This is an optimization exercise on Yosys and OpenROAD, whose aim is small area, a short achievable clock period and few clock cycles per item, not a production implementation. In this exercise RTL edits were held to simulation tests only and were not proved equivalent to the original. Power and IR drop assume default switching activity.

==> inputs of 12-01 <==
==> flow/design.v <==
package sps_pkg;
	localparam int NUM_CHANNELS = 12;
	localparam int CNT_BITS     = 16;
	localparam int WIDTH_BITS   = 16;
	localparam int RATE_BITS    = 8;
	localparam int CH_BITS      = 4;
	localparam int USED_BITS    = 4;
	localparam int GUARD_BITS   = 8;
	localparam int SLOT_BITS    = (NUM_CHANNELS > 1) ? $clog2(NUM_CHANNELS) : 1;
	localparam int CFG_DATA_BITS = 16;
	localparam logic [WIDTH_BITS-1:0] DEFAULT_WIDTH = WIDTH_BITS'(3000);
	localparam logic [CNT_BITS-1:0]   REFRESH_RESET = CNT_BITS'(40000);
	localparam logic [GUARD_BITS-1:0] GUARD_RESET   = GUARD_BITS'(4);
	typedef enum logic [1:0] {
		ACT_TICK = 2'd0,
		ACT_SET  = 2'd1,
		ACT_MOVE = 2'd2
	} action_t;
	typedef enum logic [1:0] {
		REG_ACTIVE_MASK   = 2'd0,
		REG_CHANNELS_USED = 2'd1,
		REG_REFRESH_TICKS = 2'd2,
		REG_GUARD_TICKS   = 2'd3
	} cfg_reg_t;
	typedef struct packed {
		logic [1:0]            action;
		logic [CH_BITS-1:0]    channel;
		logic [WIDTH_BITS-1:0] position_ticks;
		logic [RATE_BITS-1:0]  speed;
	} req_t;
	typedef struct packed {
		logic [NUM_CHANNELS-1:0] pulse_levels;
		logic [WIDTH_BITS-1:0]   width_readback;
		logic                    moving;
	} rsp_t;
	typedef struct packed {
		logic [NUM_CHANNELS-1:0] active_mask;
		logic [USED_BITS-1:0]    channels_used;
		logic [CNT_BITS-1:0]     refresh_ticks;
		logic [GUARD_BITS-1:0]   guard_ticks;
	} cfg_t;
	typedef struct packed {
		logic                  start;
		logic                  load;
		logic                  set_now;
		logic [WIDTH_BITS-1:0] pos;
		logic [RATE_BITS-1:0]  spd;
	} lane_cmd_t;
	typedef struct packed {
		logic [WIDTH_BITS-1:0] width;
		logic                  moving;
	} lane_stat_t;
endpackage
import sps_pkg::*;
module sps_slew (
	input  logic [WIDTH_BITS-1:0] w,
	input  logic [WIDTH_BITS-1:0] g,
	input  logic [RATE_BITS-1:0]  r,
	output logic [WIDTH_BITS-1:0] w_n,
	output logic                  done
);
	logic                  up;
	logic [WIDTH_BITS:0]   sum_up, sum_dn;
	assign up     = g > w;
	assign sum_up = {1'b0, w} + (WIDTH_BITS+1)'(r);
	assign sum_dn = {1'b0, g} + (WIDTH_BITS+1)'(r);
	always_comb begin
		if (up) begin
			done = {1'b0, g} <= sum_up;
			w_n  = done ? g : sum_up[WIDTH_BITS-1:0];
		end else begin
			done = {1'b0, w} <= sum_dn;
			w_n  = done ? g : (w - WIDTH_BITS'(r));
		end
	end
endmodule
import sps_pkg::*;
module servo_pulse_sequencer_slew (
	input  logic                     clk,
	input  logic                     arst_n,
	input  logic                     req_valid,
	output logic                     req_stall,
	input  logic [1:0]               req_action,
	input  logic [CH_BITS-1:0]       req_channel,
	input  logic [WIDTH_BITS-1:0]    req_position,
	input  logic [RATE_BITS-1:0]     req_speed,
	output logic                     rsp_valid,
	input  logic                     rsp_stall,
	output logic [NUM_CHANNELS-1:0]  rsp_levels,
	output logic [WIDTH_BITS-1:0]    rsp_width,
	output logic                     rsp_moving,
	input  logic                     cfg_valid,
	output logic                     cfg_ready,
	input  logic [1:0]               cfg_index,
	input  logic [CFG_DATA_BITS-1:0] cfg_data
);
	localparam int N  = NUM_CHANNELS;
	localparam int WB = WIDTH_BITS;
	localparam int RB = RATE_BITS;
	localparam int RSP_BITS = N + WB + 1;
	logic [N-1:0]            cfg_mask;
	logic [USED_BITS-1:0]    cfg_used;
	logic [CNT_BITS-1:0]     cfg_refresh;
	logic [GUARD_BITS-1:0]   cfg_guard;
	logic [3:0]              used;
	always_ff @(posedge clk or negedge arst_n) begin
		if (!arst_n) begin
			cfg_mask    <= '0;
			cfg_used    <= '0;
			cfg_refresh <= REFRESH_RESET;
			cfg_guard   <= GUARD_RESET;
		end else if (cfg_valid) begin
			case (cfg_index)
				2'd0: cfg_mask    <= cfg_data[N-1:0];
				2'd1: cfg_used    <= cfg_data[USED_BITS-1:0];
				2'd2: cfg_refresh <= cfg_data[CNT_BITS-1:0];
				default: cfg_guard <= cfg_data[GUARD_BITS-1:0];
			endcase
		end
	end
	assign used = (cfg_used > 4'(N)) ? 4'(N) : cfg_used;
	logic [N-1:0]            lv;          
	logic [N-1:0][WB-1:0]    w_q, g_q;
	logic [N-1:0][RB-1:0]    r_q;
	logic [CNT_BITS-1:0]     t_q, d_q;
	logic                    z_q;         
	logic [3:0]              nxt_q;       
	logic                    idle_q;      
	logic                    nif_q;       
	logic [3:0]              p_q, q_q;    
	logic                    qp_q;        
	logic [N-1:0]            lev_q;
	logic [1:0]              init_q;      
	logic [WB-1:0]           rawp_w, rawp_g;
	logic [RB-1:0]           rawp_r;
	logic [WB-1:0]           sh_w;
	logic                    sh_done, sh_mv, shv_q;
	logic                    valid_s1, adv, hold;
	logic                    e0v, e1v, pop, push;
	logic [1:0]              act_s1;
	logic [CH_BITS-1:0]      ch_s1;
	logic [WB-1:0]           pos_s1;
	logic [RB-1:0]           spd_s1;
	logic [RSP_BITS-1:0]     e0_q, e1_q, rsp_new;
	assign hold      = e1v || (init_q != 2'd0) ||
		((act_s1 == 2'd0) && z_q && nif_q && !shv_q);
	assign adv       = valid_s1 && !hold;
	assign req_stall = valid_s1 && hold;
	assign cfg_ready = 1'b1;
	assign push      = adv;
	assign pop       = e0v && !rsp_stall;
	always_ff @(posedge clk or negedge arst_n) begin
		if (!arst_n) begin
			valid_s1 <= 1'b0;
			e0v      <= 1'b0;
			e1v      <= 1'b0;
		end else begin
			if (!req_stall)
				valid_s1 <= req_valid;
			if (push) begin
				e0v <= 1'b1;
				e1v <= e0v && !pop;
			end else if (pop) begin
				e0v <= e1v;
				e1v <= 1'b0;
			end
		end
	end
	always_ff @(posedge clk) begin
		if (req_valid && !req_stall) begin
			act_s1 <= req_action;
			ch_s1  <= req_channel;
			pos_s1 <= req_position;
			spd_s1 <= req_speed;
		end
		if (push && (!e0v || pop))
			e0_q <= rsp_new;
		else if (pop)
			e0_q <= e1_q;
		if (push && e0v && !pop)
			e1_q <= rsp_new;
	end
	assign rsp_valid = e0v;
	assign {rsp_levels, rsp_width, rsp_moving} = e0_q;
	logic                    is_tick, is_set, is_load, ch_ok;
	logic                    fire, fire_if, ld_p;
	logic [N-1:0]            ch_oh, p_oh, rd_oh;
	assign is_tick = act_s1 == 2'd0;
	assign is_set  = (act_s1 == 2'd1) || ((act_s1 == 2'd2) && (spd_s1 == '0));
	assign is_load = (act_s1 == 2'd1) || (act_s1 == 2'd2);
	assign ch_ok   = ch_s1 < 4'(N);
	assign fire    = adv && is_tick && z_q;
	assign fire_if = fire && nif_q;
	assign ld_p    = adv && is_load && (ch_s1 == p_q);
	always_comb begin
		for (int i = 0; i < N; i++) begin
			ch_oh[i] = ch_s1 == 4'(i);
			p_oh[i]  = p_q == 4'(i);
			rd_oh[i] = (init_q == 2'd1) ? (p_q == 4'(i)) : (q_q == 4'(i));
		end
	end
	logic [WB-1:0]           rd_w, rd_g;
	logic [RB-1:0]           rd_r;
	always_comb begin
		rd_w = '0;
		rd_g = '0;
		rd_r = '0;
		for (int i = 0; i < N; i++) begin
			if (rd_oh[i]) begin
				rd_w = rd_w | (lv[i] ? w_q[i] : DEFAULT_WIDTH);
				rd_g = rd_g | (lv[i] ? g_q[i] : '0);
				rd_r = rd_r | (lv[i] ? r_q[i] : '0);
			end
		end
	end
	logic [WB-1:0]           cur_w;
	logic                    cur_m;
	always_comb begin
		cur_w = '0;
		cur_m = 1'b0;
		for (int i = 0; i < N; i++) begin
			if (ch_oh[i]) begin
				cur_w = cur_w | (lv[i] ? w_q[i] : DEFAULT_WIDTH);
				cur_m = cur_m | (lv[i] && (r_q[i] != '0));
			end
		end
	end
	logic [WB-1:0]           sl_w;
	logic                    sl_done;
	sps_slew u_slew (
		.w    (rawp_w),
		.g    (rawp_g),
		.r    (rawp_r),
		.w_n  (sl_w),
		.done (sl_done)
	);
	always_ff @(posedge clk) begin
		sh_w    <= sl_w;
		sh_done <= sl_done;
		sh_mv   <= !sl_done && (rawp_r != '0);
		if (init_q == 2'd1 || (fire_if && !qp_q)) begin
			rawp_w <= rd_w;
			rawp_g <= rd_g;
			rawp_r <= rd_r;
		end else if (fire_if) begin
			rawp_w <= sh_w;
			if (sh_done)
				rawp_r <= '0;
		end else if (ld_p) begin
			if (is_set)
				rawp_w <= pos_s1;
			rawp_g <= pos_s1;
			rawp_r <= is_set ? '0 : spd_s1;
		end
	end
	always_ff @(posedge clk or negedge arst_n) begin
		if (!arst_n)
			shv_q <= 1'b0;
		else
			shv_q <= !(init_q == 2'd1 || fire_if || ld_p);
	end
	logic [WB-1:0]           bus_w;
	logic [RB-1:0]           bus_r;
	assign bus_w = is_tick ? sh_w : (is_set ? pos_s1 : DEFAULT_WIDTH);
	assign bus_r = is_set ? '0 : spd_s1;
	always_ff @(posedge clk or negedge arst_n) begin
		if (!arst_n)
			lv <= '0;
		else if (adv && is_load)
			lv <= lv | ch_oh;
	end
	always_ff @(posedge clk) begin
		for (int i = 0; i < N; i++) begin
			if ((adv && is_load && ch_oh[i] && (is_set || !lv[i])) || (fire_if && p_oh[i]))
				w_q[i] <= bus_w;
			if ((adv && is_load && ch_oh[i]) || (fire_if && p_oh[i] && sh_done))
				r_q[i] <= is_tick ? '0 : bus_r;
			if (adv && is_load && ch_oh[i])
				g_q[i] <= pos_s1;
		end
	end
	logic [CNT_BITS-1:0]     tb;          
	logic [CNT_BITS:0]       ahead;
	logic                    fe_lt;
	logic [CNT_BITS-1:0]     fe_d;
	logic [3:0]              p1, succ_q, i_p, i_q;
	logic [N-1:0]            lev_nxt;
	assign tb     = idle_q ? '0 : t_q;
	assign ahead  = {1'b0, tb} + (CNT_BITS+1)'(cfg_guard);
	assign fe_lt  = ahead < {1'b0, cfg_refresh};
	assign fe_d   = fe_lt ? (cfg_refresh + ~tb) : (CNT_BITS'(cfg_guard) - CNT_BITS'(1));
	assign p1     = p_q + 4'd1;
	assign succ_q = (q_q + 4'd1 < used) ? q_q + 4'd1 : 4'd0;
	assign i_p    = nif_q ? nxt_q : 4'd0;
	assign i_q    = (i_p + 4'd1 < used) ? i_p + 4'd1 : 4'd0;
	always_comb begin
		lev_nxt = lev_q;
		if (fire)
			lev_nxt = nif_q ? (p_oh & cfg_mask) : '0;
	end
	always_ff @(posedge clk or negedge arst_n) begin
		if (!arst_n) begin
			t_q    <= '0;
			d_q    <= '0;
			z_q    <= 1'b1;
			nxt_q  <= '0;
			idle_q <= 1'b1;
			nif_q  <= 1'b0;
			p_q    <= '0;
			q_q    <= '0;
			qp_q   <= 1'b1;
			lev_q  <= '0;
			init_q <= '0;
		end else begin
			if (cfg_valid && cfg_index == 2'd1) begin
				init_q <= 2'd2;
				nif_q  <= nxt_q < ((cfg_data[3:0] > 4'(N)) ? 4'(N) : cfg_data[3:0]);
			end else if (init_q == 2'd2) begin
				init_q <= 2'd1;
				p_q    <= i_p;
				q_q    <= i_q;
				qp_q   <= i_q == i_p;
			end else if (init_q == 2'd1) begin
				init_q <= 2'd0;
			end
			if (adv && is_tick) begin
				lev_q <= lev_nxt;
				if (fire) begin
					t_q <= idle_q ? CNT_BITS'(1) : t_q + CNT_BITS'(1);
					if (nif_q) begin
						d_q    <= sh_w - CNT_BITS'(1);
						z_q    <= sh_w == CNT_BITS'(1);
						nxt_q  <= p1;
						idle_q <= 1'b0;
						nif_q  <= p1 < used;
						p_q    <= q_q;
						q_q    <= succ_q;
						qp_q   <= succ_q == q_q;
					end else begin
						d_q    <= fe_d;
						z_q    <= fe_d == '0;
						nxt_q  <= '0;
						idle_q <= 1'b1;
						nif_q  <= used != 4'd0;
					end
				end else begin
					t_q <= t_q + CNT_BITS'(1);
					d_q <= d_q - CNT_BITS'(1);
					z_q <= d_q == CNT_BITS'(1);
				end
			end
		end
	end
	logic [WB-1:0]           out_w;
	logic                    out_m;
	always_comb begin
		out_w = cur_w;
		out_m = cur_m;
		if (is_load) begin
			out_w = is_set ? pos_s1 : cur_w;
			out_m = !is_set;
		end else if (fire_if && ch_s1 == p_q) begin
			out_w = sh_w;
			out_m = sh_mv;
		end
		if (!ch_ok) begin
			out_w = '0;
			out_m = 1'b0;
		end
	end
	assign rsp_new = {lev_nxt, out_w, out_m};
endmodule
==> flow/run.sh <==
#!/bin/bash
# synth_recipe.tcl (not shown) runs the flow's synth.tcl, then flattens the netlist and writes it again
# the make line also repeats each setting of config.mk as NAME=value (left out here)
make -C /OpenROAD-flow-scripts/flow DESIGN_CONFIG=/design/flow/config.mk WORK_HOME=/design/flow/orfs CLKGATE_MAP_FILE= SYNTH_SCRIPT=/design/flow/synth_recipe.tcl finish
==> flow/config.mk <==
export PLATFORM = sky130hd
export DESIGN_NAME = servo_pulse_sequencer_slew
export DESIGN_NICKNAME = servo_pulse_sequencer_slew
export VERILOG_FILES = /design/flow/design.v
export SDC_FILE = /design/flow/constraint.sdc
export NUM_CORES = 4
export LEC_CHECK = 0
export CAP_MARGIN = 20
export CORE_MARGIN = 2
export CORE_UTILIZATION = 40
export PLACE_DENSITY = 0.6
export SLEW_MARGIN = 20
==> flow/constraint.sdc <==
create_clock -name core_clock -period 11.0 [get_ports {clk}]
set_input_delay 2.2000 -clock core_clock [delete_from_list [all_inputs] [get_ports {clk}]]
set_output_delay 2.2000 -clock core_clock [all_outputs]
set_load 0.01 [all_outputs]
==> 09-05 (differences from 12-01) <==
--- a/flow/design.v
+++ b/flow/design.v
@@ -52,27 +52,30 @@
 	} lane_stat_t;
 endpackage
 import sps_pkg::*;
-module sps_slew (
+module sps_slew_cmp (
 	input  logic [WIDTH_BITS-1:0] w,
 	input  logic [WIDTH_BITS-1:0] g,
 	input  logic [RATE_BITS-1:0]  r,
-	output logic [WIDTH_BITS-1:0] w_n,
-	output logic                  done
+	output logic                  up,
+	output logic                  done_up,
+	output logic                  done_dn
 );
-	logic                  up;
 	logic [WIDTH_BITS:0]   sum_up, sum_dn;
-	assign up     = g > w;
-	assign sum_up = {1'b0, w} + (WIDTH_BITS+1)'(r);
-	assign sum_dn = {1'b0, g} + (WIDTH_BITS+1)'(r);
-	always_comb begin
-		if (up) begin
-			done = {1'b0, g} <= sum_up;
-			w_n  = done ? g : sum_up[WIDTH_BITS-1:0];
-		end else begin
-			done = {1'b0, w} <= sum_dn;
-			w_n  = done ? g : (w - WIDTH_BITS'(r));
-		end
-	end
+	assign up      = g > w;
+	assign sum_up  = {1'b0, w} + (WIDTH_BITS+1)'(r);
+	assign sum_dn  = {1'b0, g} + (WIDTH_BITS+1)'(r);
+	assign done_up = {1'b0, g} <= sum_up;
+	assign done_dn = {1'b0, w} <= sum_dn;
+endmodule
+module sps_slew_step (
+	input  logic [WIDTH_BITS-1:0] w,
+	input  logic [WIDTH_BITS-1:0] g,
+	input  logic [RATE_BITS-1:0]  r,
+	input  logic                  up,
+	input  logic                  done,
+	output logic [WIDTH_BITS-1:0] w_n
+);
+	assign w_n = done ? g : (up ? (w + WIDTH_BITS'(r)) : (w - WIDTH_BITS'(r)));
 endmodule
 import sps_pkg::*;
 module servo_pulse_sequencer_slew (
@@ -122,7 +125,9 @@
 	logic [N-1:0]            lv;          
 	logic [N-1:0][WB-1:0]    w_q, g_q;
 	logic [N-1:0][RB-1:0]    r_q;
-	logic [CNT_BITS-1:0]     t_q, d_q;
+	logic [CNT_BITS:0]       u_q;         
+	logic                    conv_q;      
+	logic [CNT_BITS-1:0]     d_q;
 	logic                    z_q;         
 	logic [3:0]              nxt_q;       
 	logic                    idle_q;      
@@ -145,10 +150,21 @@
 	assign hold      = e1v || (init_q != 2'd0) ||
 		((act_s1 == 2'd0) && z_q && nif_q && !shv_q);
 	assign adv       = valid_s1 && !hold;
-	assign req_stall = valid_s1 && hold;
 	assign cfg_ready = 1'b1;
 	assign push      = adv;
 	assign pop       = e0v && !rsp_stall;
+	logic                    stall_q, valid_d, e1v_d, z_d, nif_d, shv_d, tick_d;
+	logic [1:0]              init_d;
+	assign req_stall = stall_q;
+	assign valid_d   = stall_q ? valid_s1 : req_valid;
+	assign tick_d    = stall_q ? (act_s1 == 2'd0) : (req_action == 2'd0);
+	assign e1v_d     = push ? (e0v && !pop) : (pop ? 1'b0 : e1v);
+	always_ff @(posedge clk or negedge arst_n) begin
+		if (!arst_n)
+			stall_q <= 1'b0;
+		else
+			stall_q <= valid_d && (e1v_d || (init_d != 2'd0) || (tick_d && z_d && nif_d && !shv_d));
+	end
 	always_ff @(posedge clk or negedge arst_n) begin
 		if (!arst_n) begin
 			valid_s1 <= 1'b0;
@@ -227,14 +243,28 @@
 	end
 	logic [WB-1:0]           sl_w;
 	logic                    sl_done;
-	sps_slew u_slew (
+	logic                    c_up, c_du, c_dd, k_up, k_du, k_dd;
+	sps_slew_cmp u_cmp (
+		.w       (rawp_w),
+		.g       (rawp_g),
+		.r       (rawp_r),
+		.up      (c_up),
+		.done_up (c_du),
+		.done_dn (c_dd)
+	);
+	assign sl_done = k_up ? k_du : k_dd;
+	sps_slew_step u_step (
 		.w    (rawp_w),
 		.g    (rawp_g),
 		.r    (rawp_r),
-		.w_n  (sl_w),
-		.done (sl_done)
+		.up   (k_up),
+		.done (sl_done),
+		.w_n  (sl_w)
 	);
 	always_ff @(posedge clk) begin
+		k_up    <= c_up;
+		k_du    <= c_du;
+		k_dd    <= c_dd;
 		sh_w    <= sl_w;
 		sh_done <= sl_done;
 		sh_mv   <= !sl_done && (rawp_r != '0);
@@ -253,11 +283,16 @@
 			rawp_r <= is_set ? '0 : spd_s1;
 		end
 	end
+	logic                    kv_q;        
+	assign shv_d = !(init_q == 2'd1 || fire_if || ld_p) && kv_q;
 	always_ff @(posedge clk or negedge arst_n) begin
-		if (!arst_n)
+		if (!arst_n) begin
+			kv_q  <= 1'b0;
 			shv_q <= 1'b0;
-		else
-			shv_q <= !(init_q == 2'd1 || fire_if || ld_p);
+		end else begin
+			kv_q  <= !(init_q == 2'd1 || fire_if || ld_p);
+			shv_q <= shv_d;
+		end
 	end
 	logic [WB-1:0]           bus_w;
 	logic [RB-1:0]           bus_r;
@@ -279,28 +314,52 @@
 				g_q[i] <= pos_s1;
 		end
 	end
-	logic [CNT_BITS-1:0]     tb;          
-	logic [CNT_BITS:0]       ahead;
+	logic [CNT_BITS:0]       ub;          
+	logic [CNT_BITS:0]       ub1;         
+	logic [CNT_BITS:0]       u_dec;       
+	logic [CNT_BITS:0]       u_flip;      
+	logic [CNT_BITS:0]       u_tick;      
 	logic                    fe_lt;
 	logic [CNT_BITS-1:0]     fe_d;
 	logic [3:0]              p1, succ_q, i_p, i_q;
 	logic [N-1:0]            lev_nxt;
-	assign tb     = idle_q ? '0 : t_q;
-	assign ahead  = {1'b0, tb} + (CNT_BITS+1)'(cfg_guard);
-	assign fe_lt  = ahead < {1'b0, cfg_refresh};
-	assign fe_d   = fe_lt ? (cfg_refresh + ~tb) : (CNT_BITS'(cfg_guard) - CNT_BITS'(1));
+	assign u_flip = {1'b0, cfg_refresh} - u_q;
+	assign u_dec  = u_q - (CNT_BITS+1)'(1);
+	assign u_tick = (u_dec == {1'b1, cfg_refresh}) ? {1'b0, cfg_refresh} : u_dec;
+	assign ub     = idle_q ? {1'b0, cfg_refresh} : u_q;
+	assign ub1    = ub - (CNT_BITS+1)'(1);
+	assign fe_lt  = !ub[CNT_BITS] && (ub[CNT_BITS-1:0] > CNT_BITS'(cfg_guard));
+	assign fe_d   = fe_lt ? ub1[CNT_BITS-1:0] : (CNT_BITS'(cfg_guard) - CNT_BITS'(1));
 	assign p1     = p_q + 4'd1;
 	assign succ_q = (q_q + 4'd1 < used) ? q_q + 4'd1 : 4'd0;
-	assign i_p    = nif_q ? nxt_q : 4'd0;
+	assign i_p    = (nxt_q < used) ? nxt_q : 4'd0;
 	assign i_q    = (i_p + 4'd1 < used) ? i_p + 4'd1 : 4'd0;
 	always_comb begin
+		init_d = (init_q != 2'd0) ? init_q - 2'd1 : 2'd0;
+		if (cfg_valid && cfg_index == 2'd1)
+			init_d = 2'd2;
+		nif_d = nif_q;
+		if (init_q == 2'd2 && !(cfg_valid && cfg_index == 2'd1))
+			nif_d = nxt_q < used;
+		z_d = z_q;
+		if (adv && is_tick) begin
+			if (fire) begin
+				nif_d = nif_q ? (p1 < used) : (used != 4'd0);
+				z_d   = nif_q ? (sh_w == CNT_BITS'(1)) : (fe_lt ? (ub == (CNT_BITS+1)'(1)) : (cfg_guard == GUARD_BITS'(1)));
+			end else begin
+				z_d   = d_q == CNT_BITS'(1);
+			end
+		end
+	end
+	always_comb begin
 		lev_nxt = lev_q;
 		if (fire)
 			lev_nxt = nif_q ? (p_oh & cfg_mask) : '0;
 	end
 	always_ff @(posedge clk or negedge arst_n) begin
 		if (!arst_n) begin
-			t_q    <= '0;
+			u_q    <= {1'b0, REFRESH_RESET};
+			conv_q <= 1'b0;
 			d_q    <= '0;
 			z_q    <= 1'b1;
 			nxt_q  <= '0;
@@ -314,19 +373,27 @@
 		end else begin
 			if (cfg_valid && cfg_index == 2'd1) begin
 				init_q <= 2'd2;
-				nif_q  <= nxt_q < ((cfg_data[3:0] > 4'(N)) ? 4'(N) : cfg_data[3:0]);
 			end else if (init_q == 2'd2) begin
 				init_q <= 2'd1;
+				nif_q  <= nxt_q < used;
 				p_q    <= i_p;
 				q_q    <= i_q;
 				qp_q   <= i_q == i_p;
 			end else if (init_q == 2'd1) begin
 				init_q <= 2'd0;
 			end
+			if (cfg_valid && cfg_index == 2'd2) begin
+				conv_q <= 1'b1;
+				if (!conv_q)
+					u_q <= u_flip;
+			end else if (conv_q) begin
+				conv_q <= 1'b0;
+				u_q    <= u_flip;
+			end
 			if (adv && is_tick) begin
 				lev_q <= lev_nxt;
 				if (fire) begin
-					t_q <= idle_q ? CNT_BITS'(1) : t_q + CNT_BITS'(1);
+					u_q <= idle_q ? {1'b0, cfg_refresh} - (CNT_BITS+1)'(1) : u_tick;
 					if (nif_q) begin
 						d_q    <= sh_w - CNT_BITS'(1);
 						z_q    <= sh_w == CNT_BITS'(1);
@@ -338,13 +405,13 @@
 						qp_q   <= succ_q == q_q;
 					end else begin
 						d_q    <= fe_d;
-						z_q    <= fe_d == '0;
+						z_q    <= fe_lt ? (ub == (CNT_BITS+1)'(1)) : (cfg_guard == GUARD_BITS'(1));
 						nxt_q  <= '0;
 						idle_q <= 1'b1;
 						nif_q  <= used != 4'd0;
 					end
 				end else begin
-					t_q <= t_q + CNT_BITS'(1);
+					u_q <= u_tick;
 					d_q <= d_q - CNT_BITS'(1);
 					z_q <= d_q == CNT_BITS'(1);
 				end
==> flow/flow/run.sh (new file) <==
#!/bin/bash
set -euo pipefail
bash standard.sh SETUP_SLACK_MARGIN=7.5 finish > standard.log 2>&1
==> flow/standard.sh (new file) <==
#!/bin/bash
# synth_recipe.tcl (not shown) runs the flow's synth.tcl, then flattens the netlist and writes it again
# the make line also repeats each setting of config.mk as NAME=value (left out here)
make -C /OpenROAD-flow-scripts/flow DESIGN_CONFIG=/design/flow/config.mk WORK_HOME=/design/flow/orfs CLKGATE_MAP_FILE= SYNTH_SCRIPT=/design/flow/synth_recipe.tcl "${@:-finish}"
--- a/flow/config.mk
+++ b/flow/config.mk
@@ -7,6 +7,10 @@
 export LEC_CHECK = 0
 export CAP_MARGIN = 20
 export CORE_MARGIN = 2
-export CORE_UTILIZATION = 40
-export PLACE_DENSITY = 0.6
+export CORE_UTILIZATION = 60
+export CTS_BUF_LIST = sky130_fd_sc_hd__clkbuf_8 sky130_fd_sc_hd__clkbuf_16
+export CTS_CLUSTER_DIAMETER = 70
+export CTS_CLUSTER_SIZE = 24
+export PLACE_DENSITY = 0.7
 export SLEW_MARGIN = 20
+export TNS_END_PERCENT = 5
removed: flow/run.sh
==> key figures <==
Place
  • HPWL Detailed: 81000 um

Run status
  • Outcome: complete, no violations

Clocking
  • CTS resizes: 0

Final layout
  • Multi-In Gates: ~2000
  • Buffers excl. clock: about 170

Synth
  • Ranking of synthesized cells by area: edfxtp_1, dfrtp_1, ha_1

Power and ir drop
  • Switch share: roughly a third

Floorplan
  • Site row count: 111
(the above is from 12-01)
==> key figures <==
Run status
  • Outcome: complete, no violations

Clocking
  • CTS resizes: 97

Critical path
  • Crit-path max cell delay: about 0.90 ns
  • CP Capture Type: flip-flop

Synth
  • Ranking of synthesized cells by area: edfxtp_1, dfrtp_1, ha_1
  • Register area share after synthesis: a little under three fifths
  • Ys async rst share: 16.2%

Final layout
  • Design area: approximately 42000 um2
  • Largest registers: g_q (192), w_q (192), r_q (96)
  • Non-Filler Instances: roughly 4200

STA
  • Max-slew violation count: 0

Route
  • DRC violations left: 0

Power and ir drop
  • Switch share: 38.9%

Floorplan
  • Site row count: 92
(the above is from 09-05)
Testbench counts of 12-01, summed over its fixed seeds: cycles 24,198, items 24,096.
Testbench counts of 09-05, summed over its fixed seeds: cycles 24,396, items 24,096.

port drivers added, routing unchanged:
The flow's constraints put no driver on any port. The routed layouts listed below were extracted and timed again, unchanged, in two steps.
Step 1: set_driving_cell puts a clkbuf_16 on clk and a buf_2 on each other input, an assumption about the parent block.
Step 2 times the ports against the registers' clock, not the clock port: input delays grow and output delays shrink by t, the midpoint of the rising clock arrivals with the driver on.
Slacks: ideal / step 1 / step 2; pairs: ideal / step 1.
run	shift t [ns]	setup slack, ns	hold slack, ns	latest minus earliest clock arrival (ns)
12-01	0.724	5.082 / 5.082 / 5.082	0.494 / 0.494 / 0.494	0.060 / 0.060
09-05	0.696	7.154 / 7.154 / 6.730	0.501 / 0.501 / 0.501	0.034 / 0.034
After both steps every run listed still meets setup and hold. For 09-05, which loses most, drivers alone change the setup slack by 0.000 ns; drivers and shift together by -0.424 ns.
